What follows belongs to an exercise in optimizing a design on an open flow for small area and a short achievable clock period; a production flow would make more cautious choices. The RTL was checked by simulation tests, not by an equivalence proof against the original design.

===== flow/config.mk =====
export PLATFORM = sky130hd
export DESIGN_NAME = bits_instruction_cache
export DESIGN_NICKNAME = bits_instruction_cache
export VERILOG_FILES = /design/flow/design.v
export SDC_FILE = /design/flow/constraint.sdc
export NUM_CORES = 4
export LEC_CHECK = 0
export CAP_MARGIN = 20
export CORE_MARGIN = 2
export CORE_UTILIZATION = 30
export PLACE_DENSITY = 0.45
export SLEW_MARGIN = 20

===== flow/constraint.sdc =====
create_clock -name core_clock -period 6.5 [get_ports {clk}]
set_input_delay 1.3000 -clock core_clock [delete_from_list [all_inputs] [get_ports {clk}]]
set_output_delay 1.3000 -clock core_clock [all_outputs]
set_load 0.01 [all_outputs]

===== flow/design.v =====
`default_nettype none
package bits_pkg;
  localparam int CACHE_BITS = 128;
  localparam int WORD_BITS = 64;
  localparam int WORD_BYTES = 8;
  localparam int BYTE_COUNT_BITS = $clog2(WORD_BYTES + 1);
  localparam int SPACE_LIMIT = CACHE_BITS - WORD_BITS;
  localparam int TAKE_CODES = 18;
  localparam int TAKE_BITS = 5;
  typedef logic [CACHE_BITS-1:0] cache_t;
  typedef logic [WORD_BITS-1:0] word_t;
  typedef logic [WORD_BYTES-1:0] byte_mask_t;
  typedef logic [$clog2(CACHE_BITS + 1)-1:0] fill_level_t;
  typedef logic [TAKE_BITS-1:0] take_code_t;
  localparam fill_level_t LIT_BASE_BITS = 8'd11;
  localparam fill_level_t LIT_STEP_BITS = 8'd5;
  localparam int LIT_CODES = 16;
  localparam take_code_t OP_TYPE1_CODE = 5'd16;
  localparam take_code_t OP_TYPE2_CODE = 5'd17;
  localparam fill_level_t OP_TYPE1_BITS = 8'd22;
  localparam fill_level_t OP_TYPE2_BITS = 8'd18;
  typedef struct packed {
    logic valid;
    word_t word;
    fill_level_t bits;
  } fill_t;
  typedef enum logic [0:0] {
    FILL_IDLE = 1'b0,
    FILL_ACK = 1'b1
  } fill_state_e;
endpackage
`default_nettype wire
`default_nettype none
import bits_pkg::*;
module bits_fill_ctrl
(
  input logic clk,
  input logic resetB,
  input logic mem_req,
  input bits_pkg::word_t instruction_word,
  input bits_pkg::byte_mask_t valid_bytes,
  output logic mem_ack,
  input logic space_available,
  input logic load_taken,
  output bits_pkg::fill_t load
);
  logic [BYTE_COUNT_BITS-1:0] byte_count;
  bits_pkg::fill_level_t word_bits;
  bits_pkg::fill_state_e state;
  bits_pkg::fill_state_e state_next;
  always_comb
  begin
    byte_count = '0;
    for (int i = 0; i < WORD_BYTES; i++)
    begin
      byte_count = byte_count + (BYTE_COUNT_BITS)'(valid_bytes[i]);
    end
  end
  assign word_bits = bits_pkg::fill_level_t'({byte_count, 3'b000});
  always_comb
  begin
    load.valid = (state == FILL_IDLE) && mem_req && space_available;
    load.word = instruction_word;
    load.bits = word_bits;
  end
  always_comb
  begin
    state_next = state;
    case (state)
      FILL_IDLE:
      begin
        if (load_taken)
        begin
          state_next = FILL_ACK;
        end
      end
      FILL_ACK:
      begin
        if (!mem_req)
        begin
          state_next = FILL_IDLE;
        end
      end
      default:
      begin
        state_next = FILL_IDLE;
      end
    endcase
  end
  always_ff @(posedge clk or negedge resetB)
  begin
    if (!resetB)
    begin
      state <= FILL_IDLE;
    end
    else
    begin
      state <= state_next;
    end
  end
  assign mem_ack = (state == FILL_ACK);
endmodule
`default_nettype wire
`default_nettype none
import bits_pkg::*;
module bits_bit_buffer
(
  input logic clk,
  input logic resetB,
  input bits_pkg::take_code_t take,
  input bits_pkg::fill_t load,
  output logic load_taken,
  output bits_pkg::cache_t instruction_cache,
  output logic space_available
);
  bits_pkg::fill_level_t fill_level;
  bits_pkg::fill_level_t fill_next;
  bits_pkg::fill_level_t take_len;
  logic take_code_ok;
  logic take_valid;
  bits_pkg::cache_t cache_next;
  bits_pkg::cache_t cache_shifted;
  bits_pkg::cache_t word_placed;
  bits_pkg::cache_t keep_mask;
  function automatic bits_pkg::fill_level_t take_length(input bits_pkg::take_code_t code);
    bits_pkg::fill_level_t len;
    begin
      len = '0;
      if (code < bits_pkg::take_code_t'(LIT_CODES))
      begin
        len = LIT_BASE_BITS + LIT_STEP_BITS * bits_pkg::fill_level_t'(code);
      end
      else if (code == OP_TYPE1_CODE)
      begin
        len = OP_TYPE1_BITS;
      end
      else if (code == OP_TYPE2_CODE)
      begin
        len = OP_TYPE2_BITS;
      end
      take_length = len;
    end
  endfunction
  always_comb
  begin
    take_len = take_length(take);
    take_code_ok = (take < bits_pkg::take_code_t'(TAKE_CODES));
    take_valid = take_code_ok && (take_len <= fill_level);
  end
  assign load_taken = load.valid && !take_valid;
  assign cache_shifted = instruction_cache << take_len;
  assign word_placed = {load.word, {(CACHE_BITS - WORD_BITS){1'b0}}} >> fill_level;
  assign keep_mask = ~({CACHE_BITS{1'b1}} >> fill_level);
  always_comb
  begin
    cache_next = instruction_cache;
    fill_next = fill_level;
    if (take_valid)
    begin
      cache_next = cache_shifted;
      fill_next = fill_level - take_len;
    end
    else if (load_taken)
    begin
      cache_next = (instruction_cache & keep_mask) | word_placed;
      fill_next = fill_level + load.bits;
    end
  end
  always_ff @(posedge clk or negedge resetB)
  begin
    if (!resetB)
    begin
      instruction_cache <= '0;
      fill_level <= '0;
    end
    else
    begin
      instruction_cache <= cache_next;
      fill_level <= fill_next;
    end
  end
  assign space_available = (fill_level <= bits_pkg::fill_level_t'(SPACE_LIMIT));
endmodule
`default_nettype wire
`default_nettype none
import bits_pkg::*;
module bits_instruction_cache
(
  input logic clk,
  input logic resetB,
  input logic mem_req,
  output logic mem_ack,
  input bits_pkg::word_t instruction_word,
  input bits_pkg::byte_mask_t valid_bytes,
  input bits_pkg::take_code_t instruction_process,
  output bits_pkg::cache_t instruction_cache,
  output logic space_available
);
  bits_pkg::fill_t load;
  logic load_taken;
  bits_fill_ctrl u_fill_ctrl (
    .clk (clk),
    .resetB (resetB),
    .mem_req (mem_req),
    .instruction_word (instruction_word),
    .valid_bytes (valid_bytes),
    .mem_ack (mem_ack),
    .space_available (space_available),
    .load_taken (load_taken),
    .load (load)
  );
  bits_bit_buffer u_bit_buffer (
    .clk (clk),
    .resetB (resetB),
    .take (instruction_process),
    .load (load),
    .load_taken (load_taken),
    .instruction_cache (instruction_cache),
    .space_available (space_available)
  );
endmodule
`default_nettype wire

===== flow/run.sh =====
#!/bin/bash
# synth_recipe.tcl (not shown) runs the flow's synth.tcl, then flattens the netlist and writes it again
# the make line also repeats each setting of config.mk as NAME=value (left out here)
make -C /OpenROAD-flow-scripts/flow DESIGN_CONFIG=/design/flow/config.mk WORK_HOME=/design/flow/orfs CLKGATE_MAP_FILE= SYNTH_SCRIPT=/design/flow/synth_recipe.tcl finish

==> results.py, run 1 <==
metrics = {
    "die": {
        "core-area_sq_um": 75900,
        "fp.dieH_um": 281,
        "dieArea_sq_um": 79000,
        "rows": 101,
        "pin_count": 210,
        "initial_core_util_pct": 30.3,
        "die_w_um": 281,
    },
    "synth": {
        "yosysTopAreaCell": "mux2i_1",
        "syn_inst": 2910,
        "synth-seq-area-share_pct": 14.9,
        "synth-seq-cells": 137,
        "avgSynthCellArea_sq_um": 7.92,
        "synth_top_area_share_pct": 17.6,
        "synth.area.top_cells": "mux2i_1 18%, dfrtp_1 15%, mux4_2 7.9%, mux2_2 6.4%, nand2_1 5.7%",
        "synth_cell_types": 98,
        "synth_warnings": 2,
        "ys_async_sr_fraction_pct": 100,
        "synthFlopType": "dfrtp_1",
        "netlist_area_sq_um": 23000,
        "synth_edf_count": 0,
    },
    "sta": {
        "clock-skew-final_ps": 18.9,
        "fmax_mhz": 166,
        "hold_ws_ps": 626,
        "setup_viol": 0,
        "max_slew.worst_pin.slew_ps": 1150,
        "fin_tns_setup_ps": 0,
        "grt_setup_unrepaired": "no",
        "drv_slew": 0,
        "hold_viol_final": 0,
        "min_period_over_period_pct": 92.5,
        "relSlewSlack_pct": 22.7,
        "min_period_ps": 6010,
    },
    "routing": {
        "dr.pass1.iters": 7,
        "remaining_drc_errors": 0,
        "wl_um": 177000,
        "ant_nets": 0,
        "vias_per_cell": 6.91,
        "vias": 28600,
        "wl_per_cell_um": 42.7,
        "drt_iter0_drc": 4562,
    },
    "clocking": {
        "tritoncts": "yes",
        "clock_path_buffers": 2,
        "htreeDepth": 4,
        "cts-resized-gates": 0,
        "postCtsSetupBuffers": 0,
        "clockRootBuffer": "clkbuf_16",
        "cts_buffers": 17,
        "cts_hold_buf": 0,
        "insertion_delay_ps": 480,
        "path_clk_slew_ps": 70,
        "clkSinkCount": 137,
    },
    "run": {
        "cap_violations": 0,
    },
    "global_route": {
        "grt_pass1_wl_um": 239000,
        "antenna_found_initial": 13,
        "grt_usage_pct": 43.7,
        "grt_max_degree": 119,
        "grt_remaining_overflow": 0,
        "grt_pass1_vias": 27400,
    },
    "worst_setup_path": {
        "crit_path_max_fanout": 112,
        "critical_path.startpoint_type": "primary input",
        "cp.required_ps": 6890,
        "cp_cell_sequence": "clkdlybuf4s50_1 -> inv_1 -> ha_1 -> fa_1 -> nand2b_1 -> nand2_4 -> buf_12 -> mux2i_1 -> a2bb2oi_1 -> nand2_1 -> a32oi_1 -> nand4_1 -> buf_4 -> a31oi_1",
        "crit_path_end_kind": "flip-flop",
        "arrival_ps": 6400,
        "crit_buf_inv": 4,
        "slowest_stage": "a32oi_1",
        "cp_top_family": "compound AO/OA/AOI/OAI gates",
        "cpPeakStageDelay_ps": 920,
        "path_class": "primary input to flip-flop",
    },
    "placement": {
        "dpl.hpwl_um": 141000,
        "globalplace.congestion": 1.07,
        "port_buffers": 209,
    },
    "worst_hold_path": {
        "hold_class": "flip-flop to flip-flop",
    },
    "run_status": {
        "status": "no timing/DRC/antenna violations",
    },
    "layout": {
        "num-nets-final": 3203,
        "area_growth_pct": 20.5,
        "fillers": 7944,
        "drive_above_1_share_pct": 17.5,
    },
}
[cell type report]
| type | instances | area, sq um | area share [%] |
|---|---|---|---|
| Antenna cell | 3 | 7.51 | 0.0270 |
| Clock buffer | 19 | 443 | 1.60 |
| Clock inverter | 13 | 193 | 0.694 |
| Inverter | 50 | 200 | 0.721 |
| Multi-Input combinational cell | 2450 | 18200 | 65.7 |
| Sequential cell | 137 | 3440 | 12.4 |
| Tap cell | 1030 | 1290 | 4.64 |
| Timing Repair Buffer | 435 | 3940 | 14.2 |
[tightest hold or removal path: stages (launching register included)]
cell	delay, ps
dfrtp_1	410
nor2_1	110
a211oi_1	60
[synth_stat cells, drive strengths merged, types with 12 or more instances]
library cell    n
a211o          18
a211oi         37
a21boi         16
a21o           16
a21oi         150
a221o          12
a221oi         24
a22o           19
a22oi          60
a2bb2oi        13
a31oi          37
a32oi          14
and2           15
and3           13
buf           144
clkbuf        129
dfrtp         137
ha             24
inv            47
mux2          131
mux2i         406
mux4           81
nand2         351
nand2b         14
nand3          92
nand4          23
nor2          202
nor3           59
o211ai         60
o21a           22
o21ai         240
o221ai         50
o22a           22
o22ai          53
o2bb2ai        15
o31ai          17
or2            13
[kinds of logic (layout without fill, tap and decap cells)]
family | Yosys count | count (layout) | share of synthesized area (%)
xor gates and xnor gates | 9 | 9 | 0.375
other | 1 | 4 | 0.0163
buffers and inverters | 323 | 517 | 6.30
adders and majority gates | 32 | 32 | 2.00
AOI/OAI and AO/OA | 961 | 961 | 28.3
DFF | 137 | 137 | 14.9
muxes | 618 | 618 | 32.0
and+or+nand+nor | 829 | 829 | 16.1
[stage by stage]
stage               worst slack, ps  cell area (sq um)  utilization [%]  instances
finish                          490              27800             36.5       4137
global route                    453              27800             36.5       4134
CTS                             745              27700             36.5       4134
detailed placement              261              27100             35.7       4102
global placement                256              27100             35.7       4102
floorplan                       438              23000                -       2910
[cell usage in the layout, fill, tap and decap left out, types with 81 or more instances in the layout]
cell / count
mux2i_1: 405
nand3_1: 92
buf_4: 213
nand2_1: 350
a21oi_1: 150
nor2_1: 198
o21ai_0: 235
mux4_2: 81
dfrtp_1: 131
mux2_2: 130
clkdlybuf4s50_1: 206
[layer usage]
layer	share of wire, %	wire [um]	vias to the layer above	GRT usage (%)
li1	-	-	11600	-
met1	39	69500	14300	56.1
met2	42	73500	2189	64.2
met3	11	20100	492	12.2
met4	7.6	13400	16	27.8
met5	0.061	108	-	0
[registers in the layout, summed over array words and instances, names as in the netlist, named ones only]
| name | flops |
|---|---|
| u_bit_buffer.fill_level | 8 |
| u_bit_buffer.instruction_cache | 127 |
| u_fill_ctrl.state | 1 |
[path summary, 6_finish.rpt]
check / startpoint / to / slack (ps) / depth (start not counted)
worst max register to register: u_bit_buffer.fill_level[0] / u_bit_buffer.instruction_cache[57] / 1890 / 8
max in group asynchronous: resetB / u_bit_buffer.instruction_cache[12] / 4430 / 2
min in group asynchronous: resetB / u_bit_buffer.instruction_cache[117] / 790 / 1
worst min-delay path: u_bit_buffer.instruction_cache[127] / u_bit_buffer.instruction_cache[127] / 630 / 2
worst max-delay path: instruction_process[1] / u_bit_buffer.instruction_cache[126] / 490 / 14
worst min register to register: u_bit_buffer.instruction_cache[127] / u_bit_buffer.instruction_cache[127] / 630 / 2
==> inputs of run 2 (changes only) <==
--- a/flow/design.v
+++ b/flow/design.v
@@ -115,2 +115,3 @@
 );
+  localparam int STAGES = 7;
   bits_pkg::fill_level_t fill_level;
@@ -120,6 +121,6 @@
   logic take_valid;
+  logic [STAGES-1:0] shift_amt;
+  bits_pkg::cache_t shift_out;
   bits_pkg::cache_t cache_next;
-  bits_pkg::cache_t cache_shifted;
-  bits_pkg::cache_t word_placed;
-  bits_pkg::cache_t keep_mask;
+  logic [WORD_BITS-1:0] keep_hi;
   function automatic bits_pkg::fill_level_t take_length(input bits_pkg::take_code_t code);
@@ -150,8 +151,46 @@
   assign load_taken = load.valid && !take_valid;
-  assign cache_shifted = instruction_cache << take_len;
-  assign word_placed = {load.word, {(CACHE_BITS - WORD_BITS){1'b0}}} >> fill_level;
-  assign keep_mask = ~({CACHE_BITS{1'b1}} >> fill_level);
-  always_comb
-  begin
-    cache_next = instruction_cache;
+  always_comb
+  begin
+    shift_amt = '0;
+    if (take_valid)
+    begin
+      shift_amt = take_len[STAGES-1:0];
+    end
+    else if (load_taken)
+    begin
+      shift_amt = STAGES'(WORD_BITS) - fill_level[STAGES-1:0];
+    end
+  end
+  logic [CACHE_BITS-1:0] stage [STAGES+1];
+  for (genvar i = 0; i < WORD_BITS; i++)
+  begin : g_in
+    bits_muxi u_in (.s(load_taken), .a(load.word[i]), .b(instruction_cache[i]), .y(stage[0][i]));
+  end
+  assign stage[0][CACHE_BITS-1:WORD_BITS] = ~instruction_cache[CACHE_BITS-1:WORD_BITS];
+  for (genvar s = 0; s < STAGES; s++)
+  begin : g_stage
+    for (genvar i = 0; i < CACHE_BITS; i++)
+    begin : g_bit
+      if (i >= (1 << s))
+      begin : g_mux
+        bits_muxi u_mux (.s(shift_amt[s]), .a(stage[s][i - (1 << s)]), .b(stage[s][i]), .y(stage[s+1][i]));
+      end
+      else
+      begin : g_pass
+        assign stage[s+1][i] = ~stage[s][i];
+      end
+    end
+  end
+  assign shift_out = stage[STAGES];
+  for (genvar j = 0; j < WORD_BITS; j++)
+  begin : g_keep
+    assign keep_hi[j] = load_taken && (fill_level > bits_pkg::fill_level_t'(WORD_BITS - 1 - j));
+  end
+  assign cache_next[WORD_BITS-1:0] = shift_out[WORD_BITS-1:0];
+  for (genvar j = 0; j < WORD_BITS; j++)
+  begin : g_hi
+    assign cache_next[WORD_BITS + j] = keep_hi[j] ? instruction_cache[WORD_BITS + j] : shift_out[WORD_BITS + j];
+  end
+  always_comb
+  begin
     fill_next = fill_level;
@@ -159,3 +198,2 @@
     begin
-      cache_next = cache_shifted;
       fill_next = fill_level - take_len;
@@ -164,3 +202,2 @@
     begin
-      cache_next = (instruction_cache & keep_mask) | word_placed;
       fill_next = fill_level + load.bits;
@@ -168,2 +205,6 @@
   end
+  always_ff @(posedge clk)
+  begin
+    instruction_cache <= cache_next;
+  end
   always_ff @(posedge clk or negedge resetB)
@@ -172,3 +213,2 @@
     begin
-      instruction_cache <= '0;
       fill_level <= '0;
@@ -177,3 +217,2 @@
     begin
-      instruction_cache <= cache_next;
       fill_level <= fill_next;
@@ -182,2 +221,13 @@
   assign space_available = (fill_level <= bits_pkg::fill_level_t'(SPACE_LIMIT));
+endmodule
+`default_nettype wire
+`default_nettype none
+module bits_muxi
+(
+  input logic s,
+  input logic a,
+  input logic b,
+  output logic y
+);
+  assign y = ~(s ? a : b);
 endmodule
--- a/flow/config.mk
+++ b/flow/config.mk
@@ -12 +12,2 @@
 export SLEW_MARGIN = 20
+export SYNTH_HIERARCHICAL = 1
==> results.py, run 2 <==
metrics = {
    "global_route": {
        "grt_pass1_wl_um": 99200,
        "grt_max_degree": 65,
        "busiest_layer": "met2",
        "grt_util_met1_pct": 34.5,
        "grt_usage_pct": 25.9,
        "gr-usage-met3_pct": 4.32,
        "antenna_found_initial": 0,
        "grt_remaining_overflow": 0,
        "grt_pass1_vias": 14800,
        "grtUsageMet2_pct": 43.2,
    },
    "synth": {
        "synth-seq-cells": 137,
        "avgSynthCellArea_sq_um": 9.75,
        "synth.area.top_cells": "mux2i_1 55%, edfxtp_1 13%, dfxtp_1 8.4%, inv_1 3.9%, buf_4 3.6%",
        "synth-seq-area-share_pct": 22.6,
        "synth_cell_types": 59,
        "synth_top_area_share_pct": 55.3,
        "yosysTopAreaCell": "mux2i_1",
        "netlist_area_sq_um": 15200,
        "synth_warnings": 10,
        "synthFlopType": "edfxtp_1",
        "syn_inst": 1557,
        "synth_edf_count": 64,
        "yosysMostFrequentCell": "mux2i_1",
        "ys_async_sr_fraction_pct": 6.57,
        "ys_top_cells_by_count": "839 x mux2i_1, 156 x inv_1, 74 x nand2_1",
    },
    "routing": {
        "wl_per_cell_um": 24.7,
        "wl_um": 69600,
        "dr.pass1.iters": 6,
        "remaining_drc_errors": 0,
        "vias": 14400,
        "drt_iter0_drc": 1013,
        "ant_nets": 0,
        "vias_per_cell": 5.10,
    },
    "die": {
        "pin_count": 210,
        "rows": 82,
        "die_w_um": 229,
        "dieArea_sq_um": 52400,
        "core-area_sq_um": 50100,
        "initial_core_util_pct": 30.3,
        "fp.dieH_um": 229,
    },
    "placement": {
        "port_buffers": 209,
        "globalplace.congestion": 0.915,
        "placed_cells": 2776,
        "place_ws_ps": -879,
        "dpl.hpwl_um": 57100,
    },
    "sta": {
        "clock-skew-final_ps": 17.8,
        "setup_viol": 0,
        "fmax_mhz": 157,
        "min_period_ps": 6390,
        "min_period_over_period_pct": 98.3,
        "drv_slew": 0,
        "max_slew.worst_pin.slew_ps": 1130,
        "hold_viol_final": 0,
        "grt_setup_unrepaired": "no",
        "relSlewSlack_pct": 24.1,
        "setup_ws_ps": 112,
    },
    "run_status": {
        "status": "no timing/DRC/antenna violations",
    },
    "run": {
        "cap_violations": 0,
    },
    "worst_setup_path": {
        "slowest_stage": "clkdlybuf4s50_1",
        "path_class": "primary input to flip-flop",
        "crit_buf_inv": 6,
        "arrival_ps": 6610,
        "cp_common_cell": "mux2i_1",
        "cp_top_family": "multiplexers",
        "critical_path.startpoint_type": "primary input",
        "cpPeakStageDelay_ps": 520,
        "cp.required_ps": 6720,
        "crit_path_max_fanout": 13,
        "crit_path_end_kind": "flip-flop",
    },
    "layout": {
        "instances_no_fill": 2822,
        "area_growth_pct": 46.4,
        "reg_top3": "u_bit_buffer.instruction_cache: 128 flops, u_bit_buffer.fill_level: 8 flops, u_fill_ctrl.state: 1 flops",
        "register_area_sq_um": 3430,
        "multi_input_area_sq_um": 11000,
        "layout_commonest_cell": "mux2i_1",
        "fillers": 5010,
        "largest-register": "u_bit_buffer.instruction_cache",
        "drive_above_1_share_pct": 26.2,
        "largest_reg_flops": 128,
        "mostFrequentLayoutCells": "778 x mux2i_1, 411 x buf_4, 206 x clkdlybuf4s50_1, 153 x inv_1, 74 x nand2_1",
        "num-nets-final": 2254,
    },
    "clocking": {
        "clock_path_buffers": 2,
        "tritoncts": "yes",
        "cts_buffers": 17,
        "insertion_delay_ps": 500,
        "clkSinkCount": 137,
        "clockRootBuffer": "clkbuf_16",
        "htreeDepth": 4,
        "path_clk_slew_ps": 70,
        "cts_hold_buf": 0,
    },
    "worst_hold_path": {
        "hold_class": "flip-flop to flip-flop",
    },
}
==> run 2: logic make-up after synthesis <==
| logic type | Yosys count | share of synthesized area (%) |
|---|---|---|
| mux | 841 | 55.5 |
| buf+inv | 252 | 8.06 |
| simple gates | 156 | 4.73 |
| flops | 137 | 22.6 |
| compound gates | 116 | 4.63 |
| fa+ha+maj | 38 | 3.53 |
| xor+xnor | 16 | 0.924 |
| other cells | 1 | 0.0247 |
==> run 2: layer usage <==
layer  wire length (um)  up-vias
li1                   -     6756
met1              32300     7176
met2              32700      386
met3               3110       62
met4               1520        0
met5                  0        -
==> run 2: layout make-up <==
class | count | area share (%)
clock buffer | 26 | 2.34
timing repair buffer | 652 | 26.1
clock inverter | 6 | 0.152
tap | 672 | 3.79
multi-input combinational | 1171 | 49.5
sequential | 137 | 15.4
inverter | 157 | 2.65
antenna | 1 | 0.0113
==> run 2: worst paths after layout <==
path                                            start                             endpoint  slack (ps)  depth (start not counted)
hold reg to reg                     u_fill_ctrl.state                    u_fill_ctrl.state         570                          1
setup / recovery               instruction_process[4]  u_bit_buffer.instruction_cache[102]         110                         26
min in group asynchronous                      resetB                    u_fill_ctrl.state        1140                          1
setup reg to reg           u_bit_buffer.fill_level[1]  u_bit_buffer.instruction_cache[102]        1420                         22
max in group asynchronous                      resetB           u_bit_buffer.fill_level[0]        5030                          1
hold / removal                      u_fill_ctrl.state                    u_fill_ctrl.state         570                          1
==> run 2: stage by stage <==
stage	instance area (sq um)	util (%)	TNS [ps]	hold WS (ps)
floorplan	15300	-	-196990	602
global placement	21200	42.3	-41750	558
detailed placement	21200	42.3	-47370	562
CTS	21900	43.7	-3.69	579
global route	22200	44.4	0	595
finish	22200	44.4	0	574
==> run 2: modules after synthesis (local to each module, per instance), excerpt <==
module	cells	area, sq um
bits_bit_buffer	630	6090
bits_fill_ctrl	94	741
bits_muxi	1	10.0
==> run 2: what timing repair did <==
item | in CTS | in global routing
setup buffers | 3 | 8
pin swaps | 1 | 2
resized for setup | 28 | 52
setup endpoints to repair | 35 | 77
gates cloned | 0 | 2
endpoints found under the hold margin | 0 | 0

## afterwards: timing with drivers on the ports
The flow's constraints put no driver on any port. The routed layouts listed below were extracted and timed again, unchanged, in two steps. Step 1: set_driving_cell puts a clkbuf_16 on clk and a buf_2 on each other input, an assumption about the parent block. Step 2 moves the port delays by t, midway between the first and last clock arrival at a register: inputs arrive t later, outputs are due t later. That takes back most of the time a late clock gives input paths. Three values: ideal ports, drivers, drivers and shift; two values: the first two.
run | shift t [ns] | slack for setup (ns) | clock arrival spread, ns | slew at the worst register clock pin (ns)
run 1 | 0.518 | 0.490 / 0.510 / -0.008 | 0.019 / 0.019 | 0.08 / 0.08
run 2 | 0.543 | 0.112 / 0.147 / -0.396 | 0.018 / 0.018 | 0.07 / 0.07
With both steps, setup timing fails in run 1 and run 2, where it was met with ideal ports. For run 2, which loses most, drivers alone change the setup slack by +0.035 ns; drivers and shift together by -0.508 ns.
